This is an optimization exercise on Yosys and OpenROAD, whose aim is small area, a short achievable clock period and few clock cycles, not a production implementation. Only simulation tests tie the RTL to the original design; equivalence was not proved. No activity file was given, so power comes from the tool's default toggle rates.

[design/flow/flow/run.sh]
#!/bin/bash
# Standard layout with smaller port buffers. Each ORFS step keeps its own
# log under orfs/logs; make's output goes to flow.log.
set -o pipefail
bash standard.sh \
	BUFFER_PORTS_ARGS="-buffer_cell sky130_fd_sc_hd__buf_2" \
	finish > flow.log 2>&1
[design/flow/standard.sh]
#!/bin/bash
# synth_recipe.tcl (not shown) runs the flow's synth.tcl, then flattens the netlist and writes it again
# the make line also repeats each setting of config.mk as NAME=value (left out here)
make -C /OpenROAD-flow-scripts/flow DESIGN_CONFIG=/design/flow/config.mk WORK_HOME=/design/flow/orfs CLKGATE_MAP_FILE= SYNTH_SCRIPT=/design/flow/synth_recipe.tcl "${@:-finish}"
[design/flow/config.mk]
export PLATFORM = sky130hd
export DESIGN_NAME = ppc_relocation_patcher_top
export DESIGN_NICKNAME = ppc_relocation_patcher_top
export VERILOG_FILES = /design/flow/design.v
export SDC_FILE = /design/flow/constraint.sdc
export NUM_CORES = 4
export LEC_CHECK = 0
export ABC_AREA = 1
export CAP_MARGIN = 20
export CORE_MARGIN = 2
export CORE_UTILIZATION = 30
export SETUP_SLACK_MARGIN = 2.8
export SLEW_MARGIN = 20
[design/flow/constraint.sdc]
create_clock -name core_clock -period 6.0 [get_ports {clk}]
set_input_delay 1.2000 -clock core_clock [delete_from_list [all_inputs] [get_ports {clk}]]
set_output_delay 1.2000 -clock core_clock [all_outputs]
set_load 0.01 [all_outputs]
[design/flow/design.v]
package ppcrp_pkg;
	typedef struct packed {
		logic               op;
		logic [7:0]         reloc_type;
		logic [31:0]        section_base;
		logic [31:0]        place_offset;
		logic signed [31:0] addend;
		logic [31:0]        symbol_value;
		logic [31:0]        old_word;
	} req_t;
	typedef struct packed {
		logic [2:0]  status;
		logic [1:0]  write_size;
		logic [31:0] write_addr;
		logic [31:0] write_data;
		logic        last;
	} res_t;
	typedef struct packed {
		logic        sizing;   
		logic        base0;    
		logic        none;     
		logic        a32;      
		logic        r32;      
		logic        half;     
		logic [1:0]  hsel;     
		logic        br;       
		logic        rel;      
		logic        is14;     
		logic [31:0] p;        
		logic [31:0] sa;       
		logic [25:0] add;      
		logic [17:0] old;      
	} slot_t;
	typedef struct packed {
		logic        far;      
		logic        rel;      
		logic        is14;     
		logic [25:0] add;      
		logic [2:0]  status;
		logic [1:0]  size;
		logic [31:0] addr;     
		logic [31:0] data;     
		logic [31:0] target;   
	} cmd_t;
	localparam logic OP_APPLY = 1'b0;
	localparam logic OP_SIZE  = 1'b1;
	localparam logic [2:0] ST_OK     = 3'd0;
	localparam logic [2:0] ST_CACHE  = 3'd1;
	localparam logic [2:0] ST_ADD    = 3'd2;
	localparam logic [2:0] ST_NOROOM = 3'd3;
	localparam logic [2:0] ST_UNSUP  = 3'd4;
	localparam logic [1:0] SZ_NONE = 2'd0;
	localparam logic [1:0] SZ_HALF = 2'd1;
	localparam logic [1:0] SZ_WORD = 2'd2;
	localparam logic [7:0] R_NONE       = 8'd0;
	localparam logic [7:0] R_ADDR32     = 8'd1;
	localparam logic [7:0] R_ADDR24     = 8'd2;
	localparam logic [7:0] R_ADDR16_LO  = 8'd4;
	localparam logic [7:0] R_ADDR16_HI  = 8'd5;
	localparam logic [7:0] R_ADDR16_HA  = 8'd6;
	localparam logic [7:0] R_ADDR14     = 8'd7;
	localparam logic [7:0] R_REL24      = 8'd10;
	localparam logic [7:0] R_REL14      = 8'd11;
	localparam logic [7:0] R_REL32      = 8'd26;
	localparam logic [7:0] R_SDAREL16   = 8'd32;
	localparam logic [7:0] R_TPREL16_LO = 8'd70;
	localparam logic [7:0] R_TPREL16_HI = 8'd71;
	localparam logic [7:0] R_TPREL16_HA = 8'd72;
	localparam logic [1:0] CFG_SMALL_BASE  = 2'd0;
	localparam logic [1:0] CFG_TRAMP_START = 2'd1;
	localparam logic [1:0] CFG_TRAMP_END   = 2'd2;
	localparam logic [31:0] INSN_LIS   = 32'h3d800000;
	localparam logic [31:0] INSN_ORI   = 32'h618c0000;
	localparam logic [31:0] INSN_MTCTR = 32'h7d8903a6;
	localparam logic [31:0] INSN_BCTR  = 32'h4e800420;
	localparam logic [31:0] MASK14     = 32'h0000fffc;
	localparam logic [31:0] MASK24     = 32'h03fffffc;
	localparam logic [32:0] VENEER_BYTES = 33'd16;
	function automatic logic [63:0] csa(input logic [31:0] a, input logic [31:0] b,
			input logic [31:0] c, input logic cin);
		logic [31:0] s;
		logic [31:0] k;
		s = a ^ b ^ c;
		k = (a & b) | (a & c) | (b & c);
		csa = {s, k[30:0], cin};
	endfunction
	function automatic logic [32:0] sk_carry(input logic [31:0] a, input logic [31:0] b,
			input logic cin);
		logic [31:0] g;
		logic [31:0] p;
		g    = a & b;
		p    = a ^ b;
		g[0] = g[0] | (p[0] & cin);
		for (int l = 0; l < 5; l++) begin
			for (int i = 0; i < 32; i++) begin
				if (((i >> l) & 1) == 1) begin
					g[i] = g[i] | (p[i] & g[((i >> l) << l) - 1]);
					p[i] = p[i] & p[((i >> l) << l) - 1];
				end
			end
		end
		sk_carry = {g, cin};
	endfunction
	function automatic logic [31:0] sk_add(input logic [31:0] a, input logic [31:0] b,
			input logic cin);
		logic [32:0] c;
		c      = sk_carry(a, b, cin);
		sk_add = a ^ b ^ c[31:0];
	endfunction
endpackage
module ppcrp_front (
	input  logic            clk,
	input  logic            arst_n,
	input  logic            push,
	output logic            full,
	input  ppcrp_pkg::req_t req,
	input  logic            take,
	output logic            valid,
	output ppcrp_pkg::slot_t slot
);
	logic             valid_q;
	logic             accept;
	logic [7:0]       t;
	ppcrp_pkg::slot_t s;
	assign full   = valid_q && !take;
	assign accept = push && !full;
	assign valid  = valid_q;
	always_comb begin
		t        = req.reloc_type;
		s.sizing = (req.op == ppcrp_pkg::OP_SIZE);
		s.base0  = (req.section_base == 32'd0);
		s.none   = (t == ppcrp_pkg::R_NONE);
		s.a32    = (t == ppcrp_pkg::R_ADDR32);
		s.r32    = (t == ppcrp_pkg::R_REL32);
		s.half   = (t == ppcrp_pkg::R_ADDR16_LO) || (t == ppcrp_pkg::R_TPREL16_LO) ||
		           (t == ppcrp_pkg::R_ADDR16_HI) || (t == ppcrp_pkg::R_TPREL16_HI) ||
		           (t == ppcrp_pkg::R_ADDR16_HA) || (t == ppcrp_pkg::R_TPREL16_HA) ||
		           (t == ppcrp_pkg::R_SDAREL16);
		s.hsel[0] = (t == ppcrp_pkg::R_ADDR16_HI) || (t == ppcrp_pkg::R_TPREL16_HI) ||
		            (t == ppcrp_pkg::R_SDAREL16);
		s.hsel[1] = (t == ppcrp_pkg::R_ADDR16_HA) || (t == ppcrp_pkg::R_TPREL16_HA) ||
		            (t == ppcrp_pkg::R_SDAREL16);
		s.rel    = (t == ppcrp_pkg::R_REL24) || (t == ppcrp_pkg::R_REL14);
		s.br     = (t == ppcrp_pkg::R_ADDR24) || (t == ppcrp_pkg::R_ADDR14) || s.rel;
		s.is14   = (t == ppcrp_pkg::R_ADDR14) || (t == ppcrp_pkg::R_REL14);
		s.p      = ppcrp_pkg::sk_add(req.section_base, req.place_offset, 1'b0);
		s.sa     = ppcrp_pkg::sk_add(req.symbol_value, req.addend, 1'b0);
		s.add    = req.addend[25:0];
		s.old    = {req.old_word[31:16], req.old_word[1:0]};
	end
	always_ff @(posedge clk or negedge arst_n) begin
		if (!arst_n) begin
			valid_q <= 1'b0;
		end else if (accept) begin
			valid_q <= 1'b1;
		end else if (take) begin
			valid_q <= 1'b0;
		end
	end
	always_ff @(posedge clk) begin
		if (accept) begin
			slot <= s;
		end
	end
endmodule
module ppcrp_classify (
	input  ppcrp_pkg::slot_t slot,
	input  logic [15:0]      small_base,
	output ppcrp_pkg::cmd_t  cmd
);
	logic        far;
	logic        far_rel;
	logic        far_abs;
	logic [31:0] d;
	logic [31:0] adj;
	logic [31:0] nb;
	logic [31:0] x;
	logic [31:0] o;
	logic [31:0] n;
	logic [32:0] dc;
	logic [15:0] hw;
	logic [15:0] sda;
	logic [15:0] ha;
	logic [31:0] mask;
	logic [31:0] oldw;
	logic [31:0] keep;
	logic [31:0] near_data;
	logic [31:0] other_data;
	logic        c15;
	logic        c25;
	logic        z14;
	logic        o14;
	logic        z24;
	logic        o24;
	logic        in14;
	logic        in24;
	always_comb begin
		nb   = ~slot.p;
		dc   = ppcrp_pkg::sk_carry(slot.sa, nb, 1'b1);
		d    = slot.sa ^ nb ^ dc[31:0];
		x    = slot.sa ^ nb;
		o    = slot.sa | nb;
		n    = slot.sa & nb;
		c15  = dc[15];
		c25  = dc[25];
		z14  = &(x[31:16] ~^ o[30:15]);
		o14  = &(x[31:16] ^ n[30:15]);
		z24  = &(x[31:26] ~^ o[30:25]);
		o24  = &(x[31:26] ^ n[30:25]);
		in14 = (x[15] ^ c15) ? o14 : z14;
		in24 = (x[25] ^ c25) ? o24 : z24;
		far_rel = slot.is14 ? !in14 : !in24;
		far_abs = slot.is14 ? (|slot.sa[31:16]) : (|slot.sa[31:26]);
		far     = slot.rel ? far_rel : far_abs;
		adj     = ppcrp_pkg::sk_add({6'd0, slot.add}, slot.rel ? nb : 32'd0, slot.rel);
		sda  = slot.sa[15:0] - small_base;
		ha   = slot.sa[31:16] + {15'd0, slot.sa[15]};
		mask = slot.is14 ? ppcrp_pkg::MASK14 : ppcrp_pkg::MASK24;
		oldw = {slot.old[17:2], 14'd0, slot.old[1:0]};
		keep = oldw & ~mask;
		case (slot.hsel)
			2'd0:    hw = slot.sa[15:0];
			2'd1:    hw = slot.sa[31:16];
			2'd2:    hw = ha;
			default: hw = sda;
		endcase
		near_data = keep | ((slot.rel ? d : slot.sa) & mask);
		if (slot.a32) begin
			other_data = slot.sa;
		end else if (slot.r32) begin
			other_data = d;
		end else if (slot.half) begin
			other_data = {16'd0, hw};
		end else begin
			other_data = near_data;
		end
		cmd.far    = 1'b0;
		cmd.rel    = slot.rel;
		cmd.is14   = slot.is14;
		cmd.add    = adj[25:0];
		cmd.status = ppcrp_pkg::ST_OK;
		cmd.size   = ppcrp_pkg::SZ_NONE;
		cmd.addr   = slot.p;
		cmd.target = slot.sa;
		cmd.data   = other_data;
		if (!(slot.a32 || slot.r32 || slot.half || slot.br || slot.none)) begin
			cmd.status = ppcrp_pkg::ST_UNSUP;
		end else if (slot.sizing) begin
			if (slot.br) begin
				cmd.status = slot.base0 ? ppcrp_pkg::ST_CACHE
				           : far ? ppcrp_pkg::ST_ADD : ppcrp_pkg::ST_OK;
			end
		end else if (slot.a32 || slot.r32 || (slot.br && !far)) begin
			cmd.size = ppcrp_pkg::SZ_WORD;
		end else if (slot.half) begin
			cmd.size = ppcrp_pkg::SZ_HALF;
		end else if (slot.br) begin
			cmd.far  = 1'b1;
			cmd.size = ppcrp_pkg::SZ_WORD;
		end
	end
endmodule
module ppcrp_queue (
	input  logic            clk,
	input  logic            arst_n,
	input  logic            push,
	output logic            full,
	input  ppcrp_pkg::cmd_t wdata,
	input  logic [31:0]     tnext,
	input  logic            room,
	input  logic            pop,
	output logic            empty,
	output ppcrp_pkg::cmd_t head,
	output logic [3:0]      vword,
	output logic            vany,
	output logic            noroom,
	output logic            normal,
	output logic            wr,
	output logic            ven_pop
);
	logic            valid_q;
	logic [3:0]      v_q;       
	logic            vany_q;    
	logic            nor_q;     
	logic            norm_q;    
	logic            wr_q;      
	ppcrp_pkg::cmd_t cmd_q;
	logic            last_pop;
	logic            accept;
	logic            ven_load;
	logic            fix_q;
	logic [31:0]     mask;
	logic [31:0]     f;
	logic [31:0]     fixed;
	assign empty    = !valid_q;
	assign last_pop = valid_q && !vany_q && pop;
	assign ven_pop  = valid_q && vany_q && pop;
	assign full     = valid_q && !last_pop;
	assign accept   = push && !full;
	assign head     = cmd_q;
	assign vword    = v_q;
	assign vany     = vany_q;
	assign noroom   = nor_q;
	assign normal   = norm_q;
	assign wr       = wr_q;
	assign ven_load = wdata.far && room;
	always_comb begin
		mask  = cmd_q.is14 ? ppcrp_pkg::MASK14 : ppcrp_pkg::MASK24;
		f     = ppcrp_pkg::sk_add(tnext, {6'd0, cmd_q.add}, 1'b0);
		fixed = (cmd_q.data & ~mask) | (f & mask);
	end
	always_ff @(posedge clk or negedge arst_n) begin
		if (!arst_n) begin
			valid_q <= 1'b0;
			v_q     <= 4'd0;
			vany_q  <= 1'b0;
			nor_q   <= 1'b0;
			norm_q  <= 1'b0;
			wr_q    <= 1'b0;
			fix_q   <= 1'b0;
		end else begin
			fix_q <= accept && ven_load;
			if (accept) begin
				valid_q <= 1'b1;
				v_q     <= {3'd0, ven_load};
				vany_q  <= ven_load;
				nor_q   <= wdata.far && !room;
				norm_q  <= !wdata.far;
				wr_q    <= !wdata.far && (wdata.size != ppcrp_pkg::SZ_NONE);
			end else if (last_pop) begin
				valid_q <= 1'b0;
			end else if (ven_pop) begin
				v_q    <= {v_q[2:0], 1'b0};
				if (v_q[3]) begin
					vany_q <= 1'b0;
					norm_q <= 1'b1;
					wr_q   <= 1'b1;
				end
			end
		end
	end
	always_ff @(posedge clk) begin
		if (accept) begin
			cmd_q <= wdata;
		end
		if (accept || fix_q) begin
			cmd_q.data <= fix_q ? fixed : wdata.data;
		end
	end
endmodule
module ppcrp_back (
	input  ppcrp_pkg::cmd_t cmd,
	input  logic [3:0]      vword,
	input  logic            vany,
	input  logic            noroom,
	input  logic            normal,
	input  logic            wr,
	input  logic [31:0]     tnext,
	output ppcrp_pkg::res_t res
);
	always_comb begin
		res.status     = ({3{normal}} & cmd.status) |
		                 ({3{noroom}} & ppcrp_pkg::ST_NOROOM);
		res.write_size = ({2{normal}} & cmd.size) |
		                 ({2{vany}} & ppcrp_pkg::SZ_WORD);
		res.write_addr = ({32{wr}} & cmd.addr) | ({32{vany}} & tnext);
		res.write_data = ({32{wr}} & cmd.data) |
		                 ({32{vword[0]}} & (ppcrp_pkg::INSN_LIS | {16'd0, cmd.target[31:16]})) |
		                 ({32{vword[1]}} & (ppcrp_pkg::INSN_ORI | {16'd0, cmd.target[15:0]})) |
		                 ({32{vword[2]}} & ppcrp_pkg::INSN_MTCTR) |
		                 ({32{vword[3]}} & ppcrp_pkg::INSN_BCTR);
		res.last       = !vany;
	end
endmodule
module ppc_relocation_patcher_top (
	input  logic            clk,
	input  logic            arst_n,
	input  logic            push,
	output logic            full,
	input  logic [168:0]    req,
	output logic            empty,
	input  logic            pop,
	output logic [69:0]     res,
	input  logic            cfg_valid,
	output logic            cfg_ready,
	input  logic [1:0]      cfg_index,
	input  logic [31:0]     cfg_data
);
	ppcrp_pkg::req_t  req_w;
	ppcrp_pkg::res_t  res_w;
	logic [15:0]      small_base_q;   
	logic [31:0]      tramp_end_q;
	logic [31:0]      tnext_q;
	logic             cfg_wr;
	logic             ven_pop;
	logic             room;
	logic [3:0]       vword;
	logic             vany;
	logic             noroom;
	logic             normal;
	logic             wr;
	logic             s_valid;
	logic             s_take;
	logic             c_full;
	ppcrp_pkg::slot_t slot;
	ppcrp_pkg::cmd_t  cmd_d;
	ppcrp_pkg::cmd_t  cmd_q;
	assign req_w     = req;
	assign res       = res_w;
	assign cfg_ready = 1'b1;
	assign cfg_wr    = cfg_valid && cfg_ready;
	assign s_take    = s_valid && !c_full;
	always_ff @(posedge clk or negedge arst_n) begin
		if (!arst_n) begin
			small_base_q <= 16'd0;
			tramp_end_q  <= 32'd0;
		end else if (cfg_wr) begin
			case (cfg_index)
				ppcrp_pkg::CFG_SMALL_BASE: small_base_q <= cfg_data[15:0];
				ppcrp_pkg::CFG_TRAMP_END:  tramp_end_q  <= cfg_data;
				default: ;
			endcase
		end
	end
	always_ff @(posedge clk or negedge arst_n) begin
		if (!arst_n) begin
			tnext_q <= 32'd0;
		end else if (cfg_wr && (cfg_index == ppcrp_pkg::CFG_TRAMP_START)) begin
			tnext_q <= cfg_data;
		end else if (ven_pop) begin
			tnext_q <= tnext_q + 32'd4;
		end
	end
	assign room = ({1'b0, tnext_q} + ppcrp_pkg::VENEER_BYTES) <= {1'b0, tramp_end_q};
	ppcrp_front u_front (
		.clk    (clk),
		.arst_n (arst_n),
		.push   (push),
		.full   (full),
		.req    (req_w),
		.take   (s_take),
		.valid  (s_valid),
		.slot   (slot)
	);
	ppcrp_classify u_classify (
		.slot       (slot),
		.small_base (small_base_q),
		.cmd        (cmd_d)
	);
	ppcrp_queue u_queue (
		.clk     (clk),
		.arst_n  (arst_n),
		.push    (s_valid),
		.full    (c_full),
		.wdata   (cmd_d),
		.tnext   (tnext_q),
		.room    (room),
		.pop     (pop),
		.empty   (empty),
		.head    (cmd_q),
		.vword   (vword),
		.vany    (vany),
		.noroom  (noroom),
		.normal  (normal),
		.wr      (wr),
		.ven_pop (ven_pop)
	);
	ppcrp_back u_back (
		.cmd    (cmd_q),
		.vword  (vword),
		.vany   (vany),
		.noroom (noroom),
		.normal (normal),
		.wr     (wr),
		.tnext  (tnext_q),
		.res    (res_w)
	);
endmodule
==> impl_metrics.json, run 1 <==
{
  "first_pass_iters": 6,
  "critPathSlowestCell": "edfxtp_1",
  "async_reset_ff_share_pct": 26.9,
  "setup_tns_ns": 0,
  "io_buffer_count": 265,
  "fillCellCount": 8140,
  "synth.top_cell.area_share_pct": 31.3,
  "htreeDepth": 2,
  "p_switching_mw": 3.55,
  "io_pins": 281,
  "endpoint_kind": "register",
  "grt_first_pass_wirelength_mm": 123,
  "ys_seq_area_share_pct": 40.9,
  "start_kind": "register",
  "grt_start_max_net_pins": 120,
  "synth_cells": 2812,
  "p_comb_share_pct": 37.1,
  "max_stage_delay_ns": 0.41,
  "finalMaxSlewViolations": 0,
  "post-route-period-util_pct": 53.4,
  "p_int_mw": 5.63,
  "fin_cells": 4217,
  "vias": 20838,
  "core_um2": 78600,
  "fin_skew_ns": 0.0246,
  "synth.top_cells.by_area": "edfxtp_1 31%, ha_1 11%, nand2_1 9.9%",
  "ys_seq_elements": 338,
  "rsz0062_at_grt": "yes",
  "layout_commonest_cell": "nand2_1",
  "wl_met3_mm": 5.60,
  "ys_types": 62,
  "hold_buffers": 0,
  "initial_core_util_pct": 30.2,
  "synth_area_per_cell_um2": 8.43,
  "timing.fmax_mhz": 312,
  "post-route-util_pct": 36.5,
  "worst_slack_ns": 2.80,
  "num_rows": 103,
  "fin_nets": 3583,
  "drt-total-wl_mm": 84.4,
  "grt_usage_pct": 20.1,
  "worstSetupPathType": "register to register",
  "wl_per_cell_um": 20.0,
  "syn_area_um2": 23700,
  "grt_overflow_total": 0,
  "path_delay_family": "compound AO/OA/AOI/OAI gates",
  "worstSkewPairLatency_ns": 0.58,
  "dp.cells": 4069,
  "drtIter0Drc": 1848,
  "synth_enable_flop_cells": 247,
  "top_layer": "met5",
  "yosysWarnings": 5,
  "ant_nets": 0,
  "clockBufferDepth": 3,
  "routabilityCongestion": 0.967,
  "synth.largest_area_cell": "edfxtp_1",
  "crit_top_cell": "nand2_2",
  "cts.sinks": 338,
  "cap_violations": 0,
  "syn_nets": 3257,
  "area_growth_pct": 21.1,
  "final_hold_viol_count": 0,
  "grt_pass1_vias": 19503,
  "dieArea_um2": 81300,
  "crit_chain": "buf_12 > clkinvlp_4 > buf_6 > fa_2 > inv_2 > fa_2 > nand3_2 > nand2_2 > nand3_2 > nand2_2 > nand2_2 > nand2_2 > a21oi_4 > buf_4 > o21bai_2 > a21o_1 > a21oi_2 > xor2_2",
  "cp_max_fo": 6,
  "p_per_area_nw_per_um2": 320,
  "slew_headroom_pct": 27.1,
  "worst-path-buf-inv": 5,
  "dp_hpwl_mm": 66.2,
  "die_x_um": 285,
  "synth_ff_type": "edfxtp_1",
  "antenna_found_initial": 7,
  "p_leak_nw": 13.2,
  "outcome": "no timing/DRC/antenna violations",
  "fin_crit_ns": 3.20,
  "clkTransAtPathRegs_ns": 0.06,
  "setup_viol": 0,
  "arrival_ns": 3.57,
  "wl_met2_mm": 38.1,
  "layout_common_cells": "596 x nand2_1, 377 x inv_1, 264 x buf_2, 247 x edfxtp_1, 202 x nor2_1",
  "tightest_slew_ns": 1.09,
  "required_ns": 6.37,
  "power_frac_clock_pct": 26.2,
  "m1WireLength_mm": 36.9,
  "drcViolationCount": 0,
  "ir_worst_vdd_v": 0.000217,
  "viasPerCell": 4.94,
  "cts_buffers": 41,
  "seqPwrFrac_pct": 36.7,
  "worstHoldPathType": "register to register",
  "cts_tree": "built",
  "die_y_um": 285,
  "clock-root-buffer": "clkbuf_16",
  "dp_slack_ns": 1.96,
  "drive_gt1_share_pct": 18.8,
  "antennaDiodeCount": 0,
  "switching_share_pct": 38.7
}
registers in the layout, indices dropped and copies added (netlist names), named ones only:
signal / cells
u_front.slot: 119
u_queue.cmd_q: 118
tnext_q: 32
tramp_end_q: 32
small_base_q: 16
u_queue.v_q: 4
u_front.valid_q: 1
u_queue.fix_q: 1
u_queue.nor_q: 1
u_queue.norm_q: 1
u_queue.valid_q: 1
u_queue.vany_q: 1
u_queue.wr_q: 1
path summary, 6_finish.rpt:
kind                                        startpoint                            to  slack (ns)  depth (start not counted)
setup / recovery           u_front.slot[109]$_DFFE_PP_  u_queue.cmd_q[115]$_DFFE_PP_        2.80                         18
hold / removal              tramp_end_q[1]$_DFFE_PN0P_    tramp_end_q[1]$_DFFE_PN0P_        0.48                          2
setup reg to reg           u_front.slot[109]$_DFFE_PP_  u_queue.cmd_q[115]$_DFFE_PP_        2.80                         18
hold reg to reg             tramp_end_q[1]$_DFFE_PN0P_    tramp_end_q[1]$_DFFE_PN0P_        0.48                          2
max in group asynchronous                       arst_n      u_queue.wr_q$_DFFE_PN0P_        4.23                          2
min in group asynchronous                       arst_n    tramp_end_q[1]$_DFFE_PN0P_        0.71                          1
worst min-delay path, stage by stage (launching register included):
cell,delay [ns]
dfrtp_1,0.34
nand2_1,0.05
o21ai_0,0.05
synthesized netlist by cell type (6+ instances only):
| cell type | number |
|---|---|
| a21oi_1 | 182 |
| o21ai_0 | 166 |
| or2_2 | 6 |
| nand3_1 | 142 |
| nand3b_1 | 10 |
| o211ai_1 | 24 |
| ha_1 | 204 |
| clkbuf_1 | 61 |
| fa_1 | 33 |
| a221oi_1 | 12 |
| edfxtp_1 | 247 |
| o21ai_1 | 7 |
| inv_1 | 389 |
| dfrtp_1 | 91 |
| a21oi_2 | 7 |
| nor4_1 | 21 |
| nand4_1 | 31 |
| nand2_1 | 625 |
| nor2_1 | 212 |
| o31ai_1 | 7 |
| o22ai_1 | 8 |
| nand2_2 | 8 |
| o21bai_1 | 10 |
| nor3_1 | 32 |
| a31oi_1 | 9 |
| o221ai_1 | 25 |
| xor2_1 | 117 |
| a21o_1 | 10 |
| xnor2_1 | 31 |
power groups by stage:
| stage | Clock (mW) | Combinational (mW) | Sequential [mW] |
|---|---|---|---|
| 6_report | 2.41 | 3.40 | 3.37 |
| 5_1_grt | 2.54 | 3.77 | 3.40 |
| 4_1_cts | 2.46 | 3.23 | 3.40 |
| 3_5_place_dp | 0 | 3.10 | 3.46 |
| 3_3_place_gp | 0 | 3.07 | 3.45 |
| 2_1_floorplan | 0 | 2.14 | 3.20 |
timing repair:
item                                    CTS  global route
endpoints found under the setup margin  129            61
pin swaps                                 7            26
cloned                                    1             0
buffers inserted                         28            47
gates resized for setup                  70            73
cell families after synthesis:
| kind of cell | Yosys count | share of synthesized area (%) |
|---|---|---|
| buffers and inverters | 472 | 7.61 |
| AND/OR/NAND/NOR | 1114 | 20.0 |
| flip-flops | 338 | 40.9 |
| other | 1 | 0.0158 |
| adder cells (fa/ha/maj) | 237 | 13.6 |
| XOR/XNOR | 148 | 5.47 |
| AO/OA/AOI/OAI | 502 | 12.5 |
per-layer routing:
layer / vias to the layer above / global-route usage (%)
met5: - / 0
met4: 2 / 8.55
met2: 759 / 31.9
met3: 163 / 2.67
met1: 9785 / 27.6
li1: 10129 / -
metrics by stage:
step / power (mW) / hold slack [ns] / area [um2]
3_3_place_gp: 6.52 / 0.464 / 26300
4_1_cts: 9.08 / 0.487 / 28100
2_1_floorplan: 5.34 / 0.424 / 23800
6_report: 9.18 / 0.481 / 28700
5_1_grt: 9.72 / 0.506 / 28700
3_5_place_dp: 6.55 / 0.472 / 26300
final cells by class:
type / count / area (um2) / area share (%)
Clock inverter: 17 / 140 / 0.488
Multi-Input combinational cell: 2002 / 12800 / 44.5
Sequential cell: 338 / 9720 / 33.8
Tap cell: 1050 / 1310 / 4.58
Timing Repair Buffer: 359 / 2130 / 7.41
Clock buffer: 55 / 1120 / 3.90
Timing Repair inverter: 1 / 7.51 / 0.0261
Inverter: 395 / 1500 / 5.21
Testbench counts, summed over its fixed seeds: cycles 24,672.
==> run 2, diff against run 1 <==
--- a/design/flow/config.mk
+++ b/design/flow/config.mk
@@ -8,6 +8,6 @@
 export ABC_AREA = 1
 export CAP_MARGIN = 20
 export CORE_MARGIN = 2
-export CORE_UTILIZATION = 30
+export CORE_UTILIZATION = 40
 export SETUP_SLACK_MARGIN = 2.8
 export SLEW_MARGIN = 20
==> impl_metrics.json, run 2 <==
{
  "clkTransAtPathRegs_ns": 0.06,
  "path_depth": 20,
  "ys_types": 62,
  "viasPerCell": 5.42,
  "arrival_ns": 3.47,
  "routabilityCongestion": 0.957,
  "p_per_area_nw_per_um2": 335,
  "die_y_um": 247,
  "critPathSlowestCell": "edfxtp_1",
  "drt-total-wl_mm": 85.1,
  "grt_start_max_net_pins": 77,
  "synth.top_cell.area_share_pct": 31.3,
  "async_reset_ff_share_pct": 26.9,
  "first_pass_iters": 7,
  "layout_common_cells": "583 x nand2_1, 374 x inv_1, 264 x buf_2, 247 x edfxtp_1, 196 x ha_1",
  "path_delay_family": "simple AND/OR/NAND/NOR gates",
  "grt_pass1_vias": 20342,
  "rr_endpoint": "u_queue.cmd_q[126]$_DFFE_PP_",
  "htreeDepth": 2,
  "io_buffer_count": 265,
  "worstHoldPathType": "register to register",
  "seqPwrFrac_pct": 35.0,
  "antenna_found_initial": 7,
  "largest_reg_flops": 119,
  "worstSetupEndpoint": "u_queue.cmd_q[126]$_DFFE_PP_",
  "synth_cells": 2812,
  "yosysWarnings": 5,
  "regArea_um2": 9720,
  "synth_enable_flop_cells": 247,
  "r2r_slack_ns": 2.86,
  "fin_skew_ns": 0.0147,
  "synth_common_cells": "625 x nand2_1, 389 x inv_1, 247 x edfxtp_1, 212 x nor2_1, 204 x ha_1",
  "cts_buffers": 41,
  "worstSkewPairLatency_ns": 0.58,
  "cp_max_fo": 5,
  "syn_area_um2": 23700,
  "p_switching_mw": 3.67,
  "slew_headroom_pct": 33.6,
  "syn_nets": 3257,
  "multi_input_area_um2": 13000,
  "fillCellCount": 5601,
  "grt_overflow_total": 0,
  "ys_seq_elements": 338,
  "cap_violations": 0,
  "synth_ff_type": "edfxtp_1",
  "cts.sinks": 338,
  "power_frac_clock_pct": 28.6,
  "ant_nets": 0,
  "vias": 21356,
  "io_pins": 281,
  "crit_chain": "buf_12 > clkinvlp_4 > or2_4 > fa_2 > inv_2 > fa_2 > nand3_2 > nand2_2 > nand3_2 > nand2_2 > nand2_2 > nand2_4 > a21oi_4 > o31ai_4 > buf_12 > nand4_1 > nand2_2 > nand2_2 > nand3b_1 > nand2_1",
  "timing.fmax_mhz": 318,
  "hold_buffers": 0,
  "rsz0062_at_grt": "yes",
  "fin_crit_ns": 3.14,
  "final_hold_viol_count": 0,
  "core_um2": 58800,
  "clock-root-buffer": "clkbuf_16",
  "drtIter0Drc": 1818,
  "dp.cells": 3794,
  "initial_core_util_pct": 40.3,
  "largest-register": "u_front.slot",
  "synth.top_cells.by_area": "edfxtp_1 31%, ha_1 11%, nand2_1 9.9%",
  "tightest_slew_ns": 0.992,
  "yosysMostFrequentCell": "nand2_1",
  "layout_commonest_cell": "nand2_1",
  "worst-path-buf-inv": 4,
  "drcViolationCount": 0,
  "reg2regPathDepth": 20,
  "dp_hpwl_mm": 66.4,
  "synth_area_per_cell_um2": 8.43,
  "reg_top3": "u_front.slot (119), u_queue.cmd_q (118)",
  "area_growth_pct": 21.3,
  "die_x_um": 247,
  "fin_nets": 3575,
  "drive_gt1_share_pct": 20.1,
  "finalMaxSlewViolations": 0,
  "setup_tns_ns": 0,
  "clockBufferDepth": 3,
  "p_int_mw": 5.96,
  "crit_top_cell": "nand2_2",
  "wl_per_cell_um": 21.6,
  "required_ns": 6.33,
  "endpoint_kind": "register",
  "fin_cells": 3937,
  "post-route-period-util_pct": 52.4,
  "synth.largest_area_cell": "edfxtp_1",
  "rr_startpoint": "u_front.slot[109]$_DFFE_PP_",
  "cts_tree": "built",
  "grt_usage_pct": 27.2,
  "switching_share_pct": 38.1,
  "ir_worst_vdd_v": 0.000210,
  "dieArea_um2": 61200,
  "p_comb_share_pct": 36.5,
  "grt_first_pass_wirelength_mm": 123,
  "critPathLaunch": "u_front.slot[109]$_DFFE_PP_",
  "max_stage_delay_ns": 0.40,
  "setup_viol": 0,
  "start_kind": "register",
  "worstSetupPathType": "register to register",
  "ys_seq_area_share_pct": 40.9,
  "num_rows": 89,
  "outcome": "no timing/DRC/antenna violations",
  "p_leak_nw": 13.3
}
## run 2: cell counts after synthesis
Identical to the previous run, type by type.
## run 2: final cells by class
class                   count  area share [%]
multi-input cells        2002            45.2
flip-flops and latches    338            33.8
repair buffers            352            7.22
inverters                 395            5.19
clock buffers              48            3.77
well taps                 773            3.36
clock inverters            28            1.41
diodes                      1         0.00870
## run 2: what timing repair did
action,CTS,global route
setup buffers,27,39
setup endpoints to repair,84,62
pin swaps,12,45
endpoints found under the hold margin,0,0
gates resized for setup,78,115
## run 2: through the flow
stage	hold slack, ns	setup slack, ns	total power, mW	cell area (um2)	util [%]
finish	0.489	2.86	9.63	28800	48.9
global route	0.505	2.71	10.2	28800	48.9
CTS	0.489	2.79	9.46	28000	47.6
detailed placement	0.474	1.95	6.57	26000	44.2
global placement	0.465	1.98	6.50	26000	44.2
floorplan	0.424	2.05	5.34	23800	-
## run 2: per-layer routing
| layer | GRT usage (%) | wire [um] | vias to the layer above |
|---|---|---|---|
| li1 | - | - | 10116 |
| met1 | 37.8 | 37500 | 10295 |
| met2 | 43.4 | 38800 | 802 |
| met3 | 3.15 | 5700 | 141 |
| met4 | 10.4 | 3050 | 2 |
| met5 | 0 | 13 | - |
## run 2: power groups by stage
| stage | registers, mW | logic [mW] | clock network, mW |
|---|---|---|---|
| after CTS | 3.39 | 3.27 | 2.80 |
| after global routing | 3.40 | 3.88 | 2.88 |
| after global placement | 3.44 | 3.06 | 0 |
| after floorplan | 3.20 | 2.14 | 0 |
| final | 3.37 | 3.51 | 2.75 |
| after detailed placement | 3.45 | 3.12 | 0 |
## run 2: worst min path at each step
| stage | cells after the start | start | to | slack (ns) |
|---|---|---|---|---|
| 2_1_floorplan | 0 | u_front.slot[108]$_DFFE_PP_ | u_queue.cmd_q[127]$_DFFE_PP_ | 0.42 |
| 3_3_place_gp | 2 | tramp_end_q[4]$_DFFE_PN0P_ | tramp_end_q[4]$_DFFE_PN0P_ | 0.47 |
| 3_5_place_dp | 2 | tramp_end_q[14]$_DFFE_PN0P_ | tramp_end_q[14]$_DFFE_PN0P_ | 0.47 |
| 4_1_cts | 2 | tramp_end_q[14]$_DFFE_PN0P_ | tramp_end_q[14]$_DFFE_PN0P_ | 0.49 |
| 5_1_grt | 2 | tramp_end_q[12]$_DFFE_PN0P_ | tramp_end_q[12]$_DFFE_PN0P_ | 0.51 |
| 6_report | 2 | tramp_end_q[14]$_DFFE_PN0P_ | tramp_end_q[14]$_DFFE_PN0P_ | 0.49 |
## run 2: cells by family (layout without fill, tap and decap cells)
logic type,after synthesis,after routing,share of synthesized area (%)
other cells,1,2,0.0158
compound gates,502,502,12.5
buf+inv,472,823,7.61
simple gates,1114,1114,20.0
fa+ha+maj,237,237,13.6
xor+xnor,148,148,5.47
flops,338,338,40.9
## run 2: worst register-to-register path, stage by stage, from the launching register on
cell,delay [ns]
edfxtp_1,0.40
buf_12,0.14
clkinvlp_4,0.12
or2_4,0.25
fa_2,0.33
inv_2,0.06
fa_2,0.20
nand3_2,0.08
nand2_2,0.08
nand3_2,0.06
nand2_2,0.08
nand2_2,0.06
nand2_4,0.07
a21oi_4,0.09
o31ai_4,0.23
buf_12,0.18
nand4_1,0.10
nand2_2,0.14
nand2_2,0.07
nand3b_1,0.09
nand2_1,0.05
==> run 3, diff against run 2 <==
--- a/design/flow/config.mk
+++ b/design/flow/config.mk
@@ -9,5 +9,6 @@
 export CAP_MARGIN = 20
 export CORE_MARGIN = 2
 export CORE_UTILIZATION = 40
+export CTS_BUF_LIST = sky130_fd_sc_hd__clkbuf_8
 export SETUP_SLACK_MARGIN = 2.8
 export SLEW_MARGIN = 20
==> impl_metrics.json, run 3 <==
{
  "outcome": "no timing/DRC/antenna violations",
  "rr_endpoint": "u_queue.cmd_q[33]$_DFFE_PP_",
  "rsz0062_at_grt": "yes",
  "path_depth": 7,
  "worst-path-buf-inv": 3,
  "layout_commonest_cell": "nand2_1",
  "fin_nets": 3601,
  "synth.top_cell.area_share_pct": 31.3,
  "wl_met3_mm": 6.27,
  "yosysMostFrequentCell": "nand2_1",
  "ys_seq_elements": 338,
  "fin_cells": 3977,
  "drive_gt1_share_pct": 20.3,
  "synth.top_cells.by_area": "edfxtp_1 31%, ha_1 11%, nand2_1 9.9%",
  "synth.largest_area_cell": "edfxtp_1",
  "io_buffer_count": 265,
  "num_rows": 89,
  "first_pass_iters": 6,
  "die_x_um": 247,
  "routabilityCongestion": 0.957,
  "power_frac_clock_pct": 24.5,
  "multi_input_area_um2": 13000,
  "ir_worst_vdd_v": 0.000201,
  "die_y_um": 247,
  "synth_common_cells": "625 x nand2_1, 389 x inv_1, 247 x edfxtp_1, 212 x nor2_1, 204 x ha_1",
  "grt_pass1_vias": 20408,
  "synth_area_per_cell_um2": 8.43,
  "ys_seq_area_share_pct": 40.9,
  "grt_start_max_net_pins": 77,
  "synth_cells": 2812,
  "final_hold_viol_count": 0,
  "rr_startpoint": "u_front.slot[115]$_DFFE_PP_",
  "p_leak_nw": 13.3,
  "timing.fmax_mhz": 308,
  "worstSetupPathType": "register to register",
  "dp_hpwl_mm": 66.4,
  "setup_tns_ns": 0,
  "dp.cells": 3794,
  "slew_headroom_pct": 20.0,
  "htreeDepth": 2,
  "synth_ff_type": "edfxtp_1",
  "layout_common_cells": "590 x nand2_1, 394 x inv_1, 264 x buf_2, 247 x edfxtp_1, 198 x ha_1",
  "p_per_area_nw_per_um2": 319,
  "dieArea_um2": 61200,
  "report.power.total_mw": 9.10,
  "fin_crit_ns": 3.24,
  "seqPwrFrac_pct": 37.0,
  "drcViolationCount": 0,
  "wl_per_cell_um": 21.5,
  "arrival_ns": 3.65,
  "regArea_um2": 9730,
  "p_int_mw": 5.47,
  "holdWs_ns": 0.488,
  "clockBufferDepth": 3,
  "fin_skew_ns": 0.0729,
  "max_stage_delay_ns": 0.96,
  "critPathLaunch": "u_front.slot[115]$_DFFE_PP_",
  "start_kind": "register",
  "p_switching_mw": 3.63,
  "tightest_slew_ns": 1.20,
  "worstHoldPathType": "register to register",
  "drt-total-wl_mm": 85.6,
  "antenna_found_initial": 10,
  "hold_buffers": 0,
  "reg_top3": "u_front.slot (119), u_queue.cmd_q (118)",
  "clock-root-buffer": "clkbuf_8",
  "cp_max_fo": 32,
  "viasPerCell": 5.38,
  "top_layer": "met5",
  "grt_usage_pct": 27.2,
  "ys_types": 62,
  "core_um2": 58800,
  "async_reset_ff_share_pct": 26.9,
  "io_pins": 281,
  "ant_nets": 0,
  "largest-register": "u_front.slot",
  "area_growth_pct": 20.3,
  "grt_first_pass_wirelength_mm": 123,
  "cap_violations": 0,
  "largest_reg_flops": 119,
  "m1WireLength_mm": 37.1,
  "syn_area_um2": 23700,
  "cts_tree": "built",
  "drtIter0Drc": 1838,
  "cts_buffers": 60,
  "reg2regPathDepth": 7,
  "path_delay_family": "simple AND/OR/NAND/NOR gates",
  "clkTransAtPathRegs_ns": 0.06,
  "initial_core_util_pct": 40.3,
  "fillCellCount": 5657,
  "crit_chain": "buf_4 > nor2_1 > inv_1 > nor2_1 > inv_1 > a21oi_1 > a221oi_1",
  "switching_share_pct": 39.9,
  "syn_nets": 3257,
  "critPathSlowestCell": "nor2_1",
  "setup_viol": 0,
  "worstSkewPairLatency_ns": 0.71,
  "worstSetupEndpoint": "u_queue.cmd_q[33]$_DFFE_PP_",
  "p_comb_share_pct": 38.6,
  "yosysWarnings": 5,
  "endpoint_kind": "register",
  "cts.sinks": 338,
  "grt_overflow_total": 0,
  "finalMaxSlewViolations": 0,
  "required_ns": 6.41,
  "post-route-period-util_pct": 54.0,
  "post-route-util_pct": 48.5,
  "vias": 21402,
  "synth_enable_flop_cells": 247,
  "wl_met2_mm": 38.9,
  "r2r_slack_ns": 2.76
}
[run 3: tightest hold or removal path: cells and delay by family, from the launching register on]
kind	cells	cell delay (ns)
AO/OA/AOI/OAI	1	0.06
AND/OR/NAND/NOR	1	0.05
flip-flops	1	0.34
[run 3: worst min-delay path by stage]
stage,start,endpoint,cells past startpoint,slack [ns]
2_1_floorplan,u_front.slot[108]$_DFFE_PP_,u_queue.cmd_q[127]$_DFFE_PP_,0,0.42
3_3_place_gp,tramp_end_q[4]$_DFFE_PN0P_,tramp_end_q[4]$_DFFE_PN0P_,2,0.47
3_5_place_dp,tramp_end_q[14]$_DFFE_PN0P_,tramp_end_q[14]$_DFFE_PN0P_,2,0.47
4_1_cts,tramp_end_q[14]$_DFFE_PN0P_,tramp_end_q[14]$_DFFE_PN0P_,2,0.49
5_1_grt,tramp_end_q[12]$_DFFE_PN0P_,tramp_end_q[12]$_DFFE_PN0P_,2,0.50
6_report,tramp_end_q[10]$_DFFE_PN0P_,tramp_end_q[10]$_DFFE_PN0P_,2,0.49
[run 3: logic make-up (layout without fill, tap and decap cells)]
kind of cell,Yosys count,after routing,synth area share (%)
AOI/OAI and AO/OA,502,502,12.5
xor gates and xnor gates,148,148,5.47
adders and majority gates,237,237,13.6
buffers and inverters,472,862,7.61
DFF,338,338,40.9
other,1,2,0.0158
and+or+nand+nor,1114,1115,20.0
[run 3: power by group through the flow]
stage          Combinational (mW)  Clock, mW  Sequential [mW]
6_report                     3.51       2.23             3.36
5_1_grt                      3.88       2.37             3.39
4_1_cts                      3.27       2.28             3.38
3_5_place_dp                 3.12          0             3.45
3_3_place_gp                 3.06          0             3.44
2_1_floorplan                2.14          0             3.20
[run 3: per-layer routing]
metal,global-route usage [%],up-vias
met5,0,-
met4,9.83,4
met1,37.5,10186
met3,3.65,169
li1,-,10165
met2,43.6,878
[run 3: final cells by class]
cell class	instances	share of cell area (%)
Antenna cell	1	0.00877
Sequential cell	338	34.1
Clock buffer	70	3.38
Multi-Input combinational cell	2003	45.4
Clock inverter	39	0.934
Inverter	395	5.23
Tap cell	773	3.39
Timing Repair Buffer	358	7.57
[run 3: repair_timing]
item / 4_1_cts / 5_1_grt
pin swaps: 10 / 30
buffers inserted: 20 / 51
endpoints found under the setup margin: 88 / 55
cloned: 0 / 2
gates resized for setup: 79 / 97
[run 3: metrics by stage]
step,setup WS (ns),cell area (um2)
floorplan,2.05,23800
global placement,1.98,26000
detailed placement,1.95,26000
CTS,2.70,27700
global route,2.69,28500
finish,2.76,28500
==> run 4, diff against run 3 <==
==> design/flow/flow/run.sh (replaced) <==
#!/bin/bash
# Standard layout with smaller port buffers. Each ORFS step keeps its own
# log under orfs/logs; make's output goes to flow.log.
set -o pipefail
bash standard.sh \
	BUFFER_PORTS_ARGS="-buffer_cell sky130_fd_sc_hd__buf_1" \
	finish > flow.log 2>&1
==> impl_metrics.json, run 4 <==
{
  "synth-xor-area-share_pct": 5.47,
  "r2r_slack_ns": 2.81,
  "vias": 21413,
  "ys_seq_area_share_pct": 40.9,
  "worstSkewPairLatency_ns": 0.74,
  "die_y_um": 247,
  "start_kind": "register",
  "synth_cells": 2812,
  "wl_met2_mm": 38.4,
  "htreeDepth": 2,
  "top_layer": "met4",
  "clockBufferDepth": 3,
  "drive_gt1_share_pct": 12.2,
  "clkTransAtPathRegs_ns": 0.06,
  "arrival_ns": 3.59,
  "grt_usage_pct": 27.1,
  "m1WireLength_mm": 36.7,
  "area_growth_pct": 18.9,
  "synth.largest_area_cell": "edfxtp_1",
  "post-route-period-util_pct": 53.1,
  "max_stage_delay_ns": 0.96,
  "grt_start_max_net_pins": 80,
  "yosysMostFrequentCell": "nand2_1",
  "synth.top_cell.area_share_pct": 31.3,
  "worstSetupEndpoint": "u_queue.cmd_q[33]$_DFFE_PP_",
  "worstHoldPathType": "register to register",
  "grt_overflow_total": 0,
  "rsz0062_at_grt": "yes",
  "antenna_found_initial": 4,
  "grt_pass1_vias": 20581,
  "routabilityCongestion": 0.983,
  "worstSetupPathType": "register to register",
  "die_x_um": 247,
  "initial_core_util_pct": 40.3,
  "syn_area_um2": 23700,
  "fillCellCount": 5737,
  "timing.fmax_mhz": 314,
  "synth_ff_type": "edfxtp_1",
  "num_rows": 89,
  "io_buffer_count": 265,
  "synth_area_per_cell_um2": 8.43,
  "clock-root-buffer": "clkbuf_8",
  "ir_worst_vdd_v": 0.000170,
  "fin_crit_ns": 3.19,
  "layout_commonest_cell": "nand2_1",
  "ys_types": 62,
  "reg2regPathDepth": 6,
  "grt_first_pass_wirelength_mm": 124,
  "synth_compound_area_share_pct": 12.5,
  "dieArea_um2": 61200,
  "drt-total-wl_mm": 84.4,
  "slew_headroom_pct": 29.1,
  "largest-register": "u_front.slot",
  "largest_reg_flops": 119,
  "fin_nets": 3613,
  "setup_tns_ns": 0,
  "setup_viol": 0,
  "critPathLaunch": "u_front.slot[114]$_DFFE_PP_",
  "post-route-util_pct": 47.9,
  "dp_hpwl_mm": 65.9,
  "cp_max_fo": 16,
  "critPathSlowestCell": "nor2_1",
  "wl_met3_mm": 6.16,
  "post_synth_and_or_nand_nor_area_fraction_pct": 20.0,
  "drtIter0Drc": 2113,
  "drcViolationCount": 0,
  "layout_common_cells": "588 x nand2_1, 397 x inv_1, 261 x buf_1, 247 x edfxtp_1, 198 x nor2_1",
  "cts_tree": "built",
  "finalMaxSlewViolations": 0,
  "syn_nets": 3257,
  "tightest_slew_ns": 1.06,
  "viasPerCell": 5.37,
  "wl_per_cell_um": 21.2,
  "synthAdderAreaFrac_pct": 13.6,
  "cts_buffers": 60,
  "yosysWarnings": 5,
  "required_ns": 6.40,
  "synth_common_cells": "625 x nand2_1, 389 x inv_1, 247 x edfxtp_1, 212 x nor2_1, 204 x ha_1",
  "reg_top3": "u_front.slot (119), u_queue.cmd_q (118)",
  "io_pins": 281,
  "endpoint_kind": "register",
  "rr_startpoint": "u_front.slot[114]$_DFFE_PP_",
  "fin_skew_ns": 0.0686,
  "first_pass_iters": 6,
  "hold_buffers": 0,
  "muxShareOfSynthArea_pct": 0,
  "final_hold_viol_count": 0,
  "ant_nets": 0,
  "core_um2": 58800,
  "synth.top_cells.by_area": "edfxtp_1 31%, ha_1 11%, nand2_1 9.9%",
  "synth_top_family_by_area": "simple AND/OR/NAND/NOR gates",
  "p_per_area_nw_per_um2": 314,
  "synth_enable_flop_cells": 247,
  "ys_seq_elements": 338,
  "rr_endpoint": "u_queue.cmd_q[33]$_DFFE_PP_",
  "cap_violations": 0,
  "hp-start": "tramp_end_q[8]$_DFFE_PN0P_",
  "cts.sinks": 338,
  "async_reset_ff_share_pct": 26.9,
  "outcome": "no timing/DRC/antenna violations",
  "p_leak_nw": 12.6,
  "crit_chain": "nor2_1 > inv_1 > nor2_1 > inv_1 > a21oi_1 > a221oi_1"
}
## run 4: cell counts after synthesis
Identical to the previous run, type by type.
## run 4: metal layers
layer,global-route usage (%),vias up
met1,37.0,10275
li1,-,10186
met4,9.63,0
met3,4.44,153
met2,43.6,799
met5,0,-
## run 4: critical path, delay by kind of cell (launching register included)
| family | cells | cell delay (ns) |
|---|---|---|
| AO/OA/AOI/OAI | 2 | 0.27 |
| buffers and inverters | 2 | 0.54 |
| flip-flops | 1 | 0.74 |
| AND/OR/NAND/NOR | 2 | 1.37 |
## run 4: through the flow
step	hold WS, ns	setup WS [ns]	cells	cell area [um2]	total power, mW
2_1_floorplan	0.424	2.05	2812	23800	5.34
3_3_place_gp	0.466	1.96	3790	25600	6.45
3_5_place_dp	0.472	1.89	3790	25600	6.52
4_1_cts	0.488	2.77	3921	27200	8.69
5_1_grt	0.506	2.70	3987	28200	9.40
6_report	0.483	2.81	3988	28200	8.84
## run 4: how the worst min path moves through the flow
stage / endpoint / slack, ns / cells past startpoint
2_1_floorplan: u_queue.cmd_q[127]$_DFFE_PP_ / 0.42 / 0
3_3_place_gp: tramp_end_q[4]$_DFFE_PN0P_ / 0.47 / 2
3_5_place_dp: tramp_end_q[8]$_DFFE_PN0P_ / 0.47 / 2
4_1_cts: tramp_end_q[8]$_DFFE_PN0P_ / 0.49 / 2
5_1_grt: tramp_end_q[16]$_DFFE_PN0P_ / 0.51 / 2
6_report: tramp_end_q[8]$_DFFE_PN0P_ / 0.48 / 2
## run 4: cell type report
type,count,area [um2],area share [%]
repair buffers,371,1930,6.86
flip-flops and latches,338,9720,34.5
multi-input cells,2002,13000,46.0
diodes,2,5.00,0.0178
inverters,395,1490,5.30
clock buffers,64,881,3.13
well taps,773,967,3.43
clock inverters,43,214,0.759
## run 4: timing repair
action                                 CTS  global route
gates resized for setup                 79           107
endpoints found under the hold margin    0             0
setup buffers                           24            64
pin swaps                               13            41
setup endpoints to repair               84            64
## run 4: kinds of logic after synthesis
group                    Yosys count
flip-flops                       338
XOR/XNOR                         148
buffers and inverters            472
other                              1
AO/OA/AOI/OAI                    502
AND/OR/NAND/NOR                 1114
adder cells (fa/ha/maj)          237
## run 4: where the power goes
| part | switching, mW | total, mW | leakage (nW) | internal (mW) |
|---|---|---|---|---|
| Clock | 1.04 | 2.03 | 0.647 | 0.990 |
| Combinational | 2.23 | 3.47 | 8.43 | 1.23 |
| Sequential | 0.361 | 3.35 | 3.49 | 2.99 |
| Total | 3.63 | 8.84 | 12.6 | 5.21 |
==> run 5, diff against run 4 <==
==> design/flow/flow/run.sh (replaced) <==
#!/bin/bash
# Standard layout with smaller port buffers. Each ORFS step keeps its own
# log under orfs/logs; make's output goes to flow.log.
set -o pipefail
bash standard.sh \
	BUFFER_PORTS_ARGS="-buffer_cell sky130_fd_sc_hd__buf_2" \
	finish > flow.log 2>&1
--- a/design/flow/config.mk
+++ b/design/flow/config.mk
@@ -9,6 +9,7 @@
 export CAP_MARGIN = 20
 export CORE_MARGIN = 2
 export CORE_UTILIZATION = 40
-export CTS_BUF_LIST = sky130_fd_sc_hd__clkbuf_8
+export GPL_ROUTABILITY_DRIVEN = 0
+export PLACE_DENSITY = 0.7
 export SETUP_SLACK_MARGIN = 2.8
 export SLEW_MARGIN = 20
==> impl_metrics.json, run 5 <==
{
  "synth_area_per_cell_um2": 8.43,
  "antenna_found_initial": 11,
  "io_buffer_count": 265,
  "drcViolationCount": 0,
  "worstSkewPairLatency_ns": 0.58,
  "largest_reg_flops": 119,
  "cts.sinks": 338,
  "layout_commonest_cell": "nand2_1",
  "fin_nets": 3582,
  "ant_nets": 0,
  "arrival_ns": 1.96,
  "endpoint_kind": "output port",
  "io_pins": 281,
  "clockBufferDepth": 3,
  "rsz0062_at_grt": "yes",
  "worstSetupPathType": "register to output port",
  "synth.largest_area_cell": "edfxtp_1",
  "slew_headroom_pct": 28.4,
  "p_int_mw": 5.74,
  "viasPerCell": 5.41,
  "dp_hpwl_mm": 59.5,
  "crit_chain": "clkinvlp_4 > buf_4 > o21ai_1 > buf_2",
  "start_kind": "register",
  "critPathSlowestCell": "dfrtp_4",
  "p_switching_mw": 3.52,
  "cts_tree": "built",
  "hold_buffers": 0,
  "timing.fmax_mhz": 316,
  "htreeDepth": 2,
  "dieArea_um2": 61200,
  "synth.top_cell.area_share_pct": 31.3,
  "clock-root-buffer": "clkbuf_16",
  "grt_start_max_net_pins": 87,
  "grt_overflow_total": 0,
  "die_y_um": 247,
  "vias": 21340,
  "synth.top_cells.by_area": "edfxtp_1 31%, ha_1 11%, nand2_1 9.9%",
  "outcome": "no timing/DRC/antenna violations",
  "die_x_um": 247,
  "worst-path-buf-inv": 3,
  "yosysMostFrequentCell": "nand2_1",
  "syn_nets": 3257,
  "grt_first_pass_wirelength_mm": 116,
  "num_rows": 89,
  "synth_common_cells": "625 x nand2_1, 389 x inv_1, 247 x edfxtp_1, 212 x nor2_1, 204 x ha_1",
  "post-route-util_pct": 48.3,
  "grt_usage_pct": 25.1,
  "async_reset_ff_share_pct": 26.9,
  "largest-register": "u_front.slot",
  "cts_buffers": 40,
  "p_leak_nw": 13.2,
  "final_hold_viol_count": 0,
  "reg_top3": "u_front.slot (119), u_queue.cmd_q (118)",
  "yosysWarnings": 5,
  "synth_cells": 2812,
  "max_stage_delay_ns": 0.52,
  "p_comb_share_pct": 36.1,
  "synth_enable_flop_cells": 247,
  "required_ns": 4.80,
  "fin_skew_ns": 0.0227,
  "cap_violations": 0,
  "ys_seq_area_share_pct": 40.9,
  "power_frac_clock_pct": 27.3,
  "drive_gt1_share_pct": 18.2,
  "first_pass_iters": 6,
  "p_per_area_nw_per_um2": 326,
  "initial_core_util_pct": 40.3,
  "seqPwrFrac_pct": 36.5,
  "worstHoldPathType": "register to register",
  "cp_max_fo": 14,
  "tightest_slew_ns": 1.07,
  "wl_per_cell_um": 19.9,
  "post-route-period-util_pct": 52.7,
  "finalMaxSlewViolations": 0,
  "syn_area_um2": 23700,
  "drt-total-wl_mm": 78.6,
  "ys_seq_elements": 338,
  "ys_types": 62,
  "drtIter0Drc": 2594,
  "setup_viol": 0,
  "fin_crit_ns": 3.16,
  "grt_pass1_vias": 20070,
  "synth_ff_type": "edfxtp_1",
  "ir_worst_vdd_v": 0.000179,
  "layout_common_cells": "602 x nand2_1, 376 x inv_1, 264 x buf_2, 247 x edfxtp_1, 203 x nor2_1",
  "core_um2": 58800,
  "switching_share_pct": 38.0,
  "path_delay_family": "buffers and inverters",
  "area_growth_pct": 19.7,
  "setup_tns_ns": 0,
  "clkTransAtPathRegs_ns": 0.06
}
[run 5: cell counts after synthesis]
No cell type changed its count.
[run 5: path summary, 6_finish.rpt]
kind / start / to / slack [ns] / cells past startpoint
max: u_queue.vany_q$_DFFE_PN0P_ / res[61] / 2.84 / 4
min: tramp_end_q[8]$_DFFE_PN0P_ / tramp_end_q[8]$_DFFE_PN0P_ / 0.48 / 2
max reg2reg: u_front.slot[44]$_DFFE_PP_ / u_queue.v_q[0]$_DFFE_PN0P_ / 2.85 / 22
min reg2reg: tramp_end_q[8]$_DFFE_PN0P_ / tramp_end_q[8]$_DFFE_PN0P_ / 0.48 / 2
max in group asynchronous: arst_n / u_queue.wr_q$_DFFE_PN0P_ / 4.14 / 2
min in group asynchronous: arst_n / tramp_end_q[11]$_DFFE_PN0P_ / 0.52 / 1
[run 5: routing by layer]
| layer | up-vias | wire [um] | GRT usage (%) |
|---|---|---|---|
| li1 | 10135 | - | - |
| met1 | 9814 | 30900 | 32.5 |
| met2 | 1106 | 35000 | 39.6 |
| met3 | 269 | 8310 | 6.21 |
| met4 | 16 | 4310 | 11.7 |
| met5 | - | 89 | 0 |
[run 5: what timing repair did]
item	CTS	global route
cloned	3	0
endpoints found under the setup margin	281	66
resized for setup	58	61
pin swaps	9	25
buffers inserted	22	55
[run 5: power groups by stage]
stage | combinational, mW | clock, mW | sequential (mW)
floorplan | 2.14 | 0 | 3.20
global placement | 2.94 | 0 | 3.44
detailed placement | 2.99 | 0 | 3.45
CTS | 3.11 | 2.57 | 3.40
global route | 3.70 | 2.66 | 3.41
finish | 3.35 | 2.53 | 3.38
[run 5: cell families after synthesis]
family | after synthesis | synth area share, %
other | 1 | 0.0158
xor gates and xnor gates | 148 | 5.47
adders and majority gates | 237 | 13.6
AOI/OAI and AO/OA | 502 | 12.5
buffers and inverters | 472 | 7.61
and+or+nand+nor | 1114 | 20.0
DFF | 338 | 40.9
[run 5: layout make-up]
cell class / count / area, um2
repair inverters: 1 / 7.51
fillers: 5632 / 30400
well taps: 773 / 967
diodes: 2 / 5.00
flip-flops and latches: 338 / 9720
clock inverters: 26 / 288
inverters: 395 / 1500
clock buffers: 48 / 1070
repair buffers: 359 / 2170
multi-input cells: 2002 / 12600
[run 5: worst reg2reg max path, cell delays in order, from the launching register on]
cell,delay (ns)
edfxtp_1,0.51
inv_2,0.15
ha_2,0.19
inv_2,0.04
fa_2,0.38
nand3_2,0.10
nand3_2,0.09
nand2_2,0.07
nand2_2,0.08
nand2_2,0.11
nand2_4,0.10
buf_4,0.17
nand2_4,0.06
nand3_1,0.09
nand3_1,0.10
nand3_1,0.09
nand2_2,0.10
nand2_2,0.09
nand2_2,0.09
nand3_2,0.13
a21oi_2,0.23
inv_2,0.05
nand2_1,0.05
[run 5: stage by stage]
| stage | power [mW] | instances | setup slack, ns | instance area, um2 | hold slack (ns) |
|---|---|---|---|---|---|
| floorplan | 5.34 | 2812 | 2.05 | 23800 | 0.424 |
| global placement | 6.38 | 3788 | 2.03 | 26000 | 0.466 |
| detailed placement | 6.45 | 3788 | 1.99 | 26000 | 0.473 |
| CTS | 9.07 | 3887 | 2.71 | 27700 | 0.487 |
| global route | 9.77 | 3943 | 2.73 | 28400 | 0.510 |
| finish | 9.26 | 3944 | 2.84 | 28400 | 0.482 |
==> run 6, diff against run 5 <==
--- a/design/flow/config.mk
+++ b/design/flow/config.mk
@@ -9,7 +9,6 @@
 export CAP_MARGIN = 20
 export CORE_MARGIN = 2
 export CORE_UTILIZATION = 40
-export GPL_ROUTABILITY_DRIVEN = 0
 export PLACE_DENSITY = 0.7
 export SETUP_SLACK_MARGIN = 2.8
 export SLEW_MARGIN = 20
==> impl_metrics.json, run 6 <==
{
  "crit_chain": "clkinvlp_4 > buf_4 > a21oi_4 > inv_1 > nor2_2 > buf_2",
  "synth_enable_flop_cells": 247,
  "reg_top3": "u_front.slot (119), u_queue.cmd_q (118)",
  "dp_slack_ns": 1.98,
  "slew_headroom_pct": 26.0,
  "ys_types": 62,
  "p_per_area_nw_per_um2": 320,
  "arrival_ns": 1.99,
  "ys_seq_area_share_pct": 40.9,
  "die_x_um": 247,
  "p_leak_nw": 13.2,
  "synth_ff_type": "edfxtp_1",
  "final_hold_viol_count": 0,
  "synth.largest_area_cell": "edfxtp_1",
  "clock-root-buffer": "clkbuf_16",
  "outcome": "no timing/DRC/antenna violations",
  "ant_nets": 0,
  "cts.sinks": 338,
  "fin_skew_ns": 0.0296,
  "initial_core_util_pct": 40.3,
  "cts_buffers": 40,
  "drcViolationCount": 0,
  "rsz0062_at_grt": "yes",
  "drtIter0Drc": 2196,
  "core_um2": 58800,
  "layout_commonest_cell": "nand2_1",
  "synth_area_per_cell_um2": 8.43,
  "largest_reg_flops": 119,
  "finalMaxSlewViolations": 0,
  "wl_per_cell_um": 20.0,
  "required_ns": 4.80,
  "grt_usage_pct": 25.0,
  "cap_violations": 0,
  "die_y_um": 247,
  "worstSkewPairLatency_ns": 0.58,
  "worstSetupPathType": "register to output port",
  "cp_max_fo": 15,
  "first_pass_iters": 6,
  "routabilityCongestion": 1.00,
  "syn_area_um2": 23700,
  "max_stage_delay_ns": 0.51,
  "setup_viol": 0,
  "timing.fmax_mhz": 314,
  "layout_common_cells": "594 x nand2_1, 376 x inv_1, 264 x buf_2, 247 x edfxtp_1, 201 x nor2_1",
  "ys_seq_elements": 338,
  "hp-start": "tramp_end_q[22]$_DFFE_PN0P_",
  "synth.top_cell.area_share_pct": 31.3,
  "tightest_slew_ns": 1.11,
  "setup_tns_ns": 0,
  "dieArea_um2": 61200,
  "io_pins": 281,
  "vias": 21292,
  "fin_nets": 3586,
  "critPathSlowestCell": "dfrtp_4",
  "post-route-period-util_pct": 53.1,
  "fin_crit_ns": 3.19,
  "synth.top_cells.by_area": "edfxtp_1 31%, ha_1 11%, nand2_1 9.9%",
  "grt_first_pass_wirelength_mm": 115,
  "grt_overflow_total": 0,
  "drive_gt1_share_pct": 18.7,
  "area_growth_pct": 19.7,
  "critPathLaunch": "u_queue.vany_q$_DFFE_PN0P_",
  "yosysWarnings": 5,
  "syn_nets": 3257,
  "worst_slack_ns": 2.81,
  "endpoint_kind": "output port",
  "grt_pass1_vias": 19616,
  "dp_hpwl_mm": 60.0,
  "r2r_slack_ns": 2.85,
  "io_buffer_count": 265,
  "num_rows": 89,
  "synth_common_cells": "625 x nand2_1, 389 x inv_1, 247 x edfxtp_1, 212 x nor2_1, 204 x ha_1",
  "cts_tree": "built",
  "ir_worst_vdd_v": 0.000216,
  "viasPerCell": 5.39,
  "holdWs_ns": 0.484,
  "yosysMostFrequentCell": "nand2_1",
  "synth_cells": 2812,
  "drt-total-wl_mm": 78.8,
  "place_area_um2": 25900,
  "htreeDepth": 2,
  "rr_startpoint": "u_front.slot[115]$_DFFE_PP_",
  "async_reset_ff_share_pct": 26.9,
  "start_kind": "register",
  "clkTransAtPathRegs_ns": 0.06,
  "postLayoutCellArea_um2": 28400,
  "largest-register": "u_front.slot",
  "worstHoldPathType": "register to register",
  "grt_start_max_net_pins": 120,
  "antenna_found_initial": 7,
  "clockBufferDepth": 3
}
==> run 6: cell counts after synthesis <==
No cell type changed its count.
==> run 6: path summary, 6_finish.rpt <==
| check | to | cells past startpoint |
|---|---|---|
| min in group asynchronous | tramp_end_q[0]$_DFFE_PN0P_ | 1 |
| max in group asynchronous | tnext_q[17]$_DFFE_PN0P_ | 2 |
| min | tramp_end_q[22]$_DFFE_PN0P_ | 2 |
| max reg2reg | u_queue.cmd_q[33]$_DFFE_PP_ | 7 |
| min reg2reg | tramp_end_q[22]$_DFFE_PN0P_ | 2 |
| max | full | 6 |
==> run 6: final cells by class <==
class	count	area (um2)
Antenna cell	1	2.50
Clock buffer	54	1070
Clock inverter	20	165
Fill cell	5657	30400
Inverter	395	1500
Multi-Input combinational cell	2003	12700
Sequential cell	338	9720
Tap cell	773	967
Timing Repair Buffer	362	2230
Timing Repair inverter	1	7.51
==> run 6: per-layer routing <==
metal  vias to the layer above  track usage (%)  share of wire (%)
met2                       967             40.3                 46
li1                      10148                -                  -
met5                         -                0              0.046
met4                         6             11.2                5.1
met3                       229             3.83                8.4
met1                      9942             33.3                 41
==> run 6: through the flow <==
stage | instances | util, % | power, mW
6_report | 3947 | 48.3 | 9.07
5_1_grt | 3946 | 48.3 | 9.58
4_1_cts | 3892 | 47.1 | 8.90
3_5_place_dp | 3787 | 44.1 | 6.46
3_3_place_gp | 3787 | 44.1 | 6.40
2_1_floorplan | 2812 | - | 5.34
==> run 6: logic make-up (layout without fill, tap and decap cells) <==
group / count (synthesis) / in the layout / share of synthesized area (%)
XOR/XNOR: 148 / 148 / 5.47
AO/OA/AOI/OAI: 502 / 502 / 12.5
buffers and inverters: 472 / 832 / 7.61
other: 1 / 2 / 0.0158
flip-flops: 338 / 338 / 40.9
AND/OR/NAND/NOR: 1114 / 1115 / 20.0
adder cells (fa/ha/maj): 237 / 237 / 13.6
==> run 6: power breakdown <==
part | switching, mW | total, mW | internal, mW
registers | 0.374 | 3.37 | 2.99
clock network | 1.01 | 2.32 | 1.31
logic | 2.12 | 3.38 | 1.26
==> run 6: critical path, delay by kind of cell (launching register included) <==
| family | cells | cell delay (ns) |
|---|---|---|
| AO/OA/AOI/OAI | 1 | 0.22 |
| buffers and inverters | 4 | 0.53 |
| flip-flops | 1 | 0.51 |
| AND/OR/NAND/NOR | 1 | 0.14 |
==> run 6: timing repair <==
action / in CTS / in global routing
gates resized for setup: 63 / 78
gates cloned: 3 / 1
endpoints found under the setup margin: 196 / 47
pin swaps: 12 / 35
hold buffers: 0 / 0
setup buffers: 28 / 52

[port drivers added, routing unchanged]
No port has a modelled driver above. Below, the same layouts with a new extraction and two added sets of constraints. Step 1 sets driving cells, clkbuf_16 on the clock port and buf_2 on the other inputs (assumed; they add their load-dependent delay and slew). Step 2 also shifts input and output timing later by t, the mid clock arrival at the registers, as if the neighbouring blocks saw the same clock. Slacks: ideal / step 1 / step 2; pairs: ideal / step 1.
| run | t, ns | slack for setup (ns) | worst data-port slew with drivers (ns) |
|---|---|---|---|
| run 1 | 0.624 | 2.796 / 2.796 / 2.347 | 0.07 |
| run 2 | 0.635 | 2.857 / 2.849 / 2.292 | 0.05 |
| run 3 | 0.734 | 2.758 / 2.751 / 2.195 | 0.05 |
| run 4 | 0.754 | 2.814 / 2.782 / 2.216 | 0.06 |
| run 5 | 0.629 | 2.838 / 2.782 / 2.302 | 0.07 |
| run 6 | 0.630 | 2.814 / 2.753 / 2.355 | 0.07 |
After both steps every run listed still meets setup and hold. For run 4, which loses most, drivers alone change the setup slack by -0.032 ns; drivers and shift together by -0.598 ns.
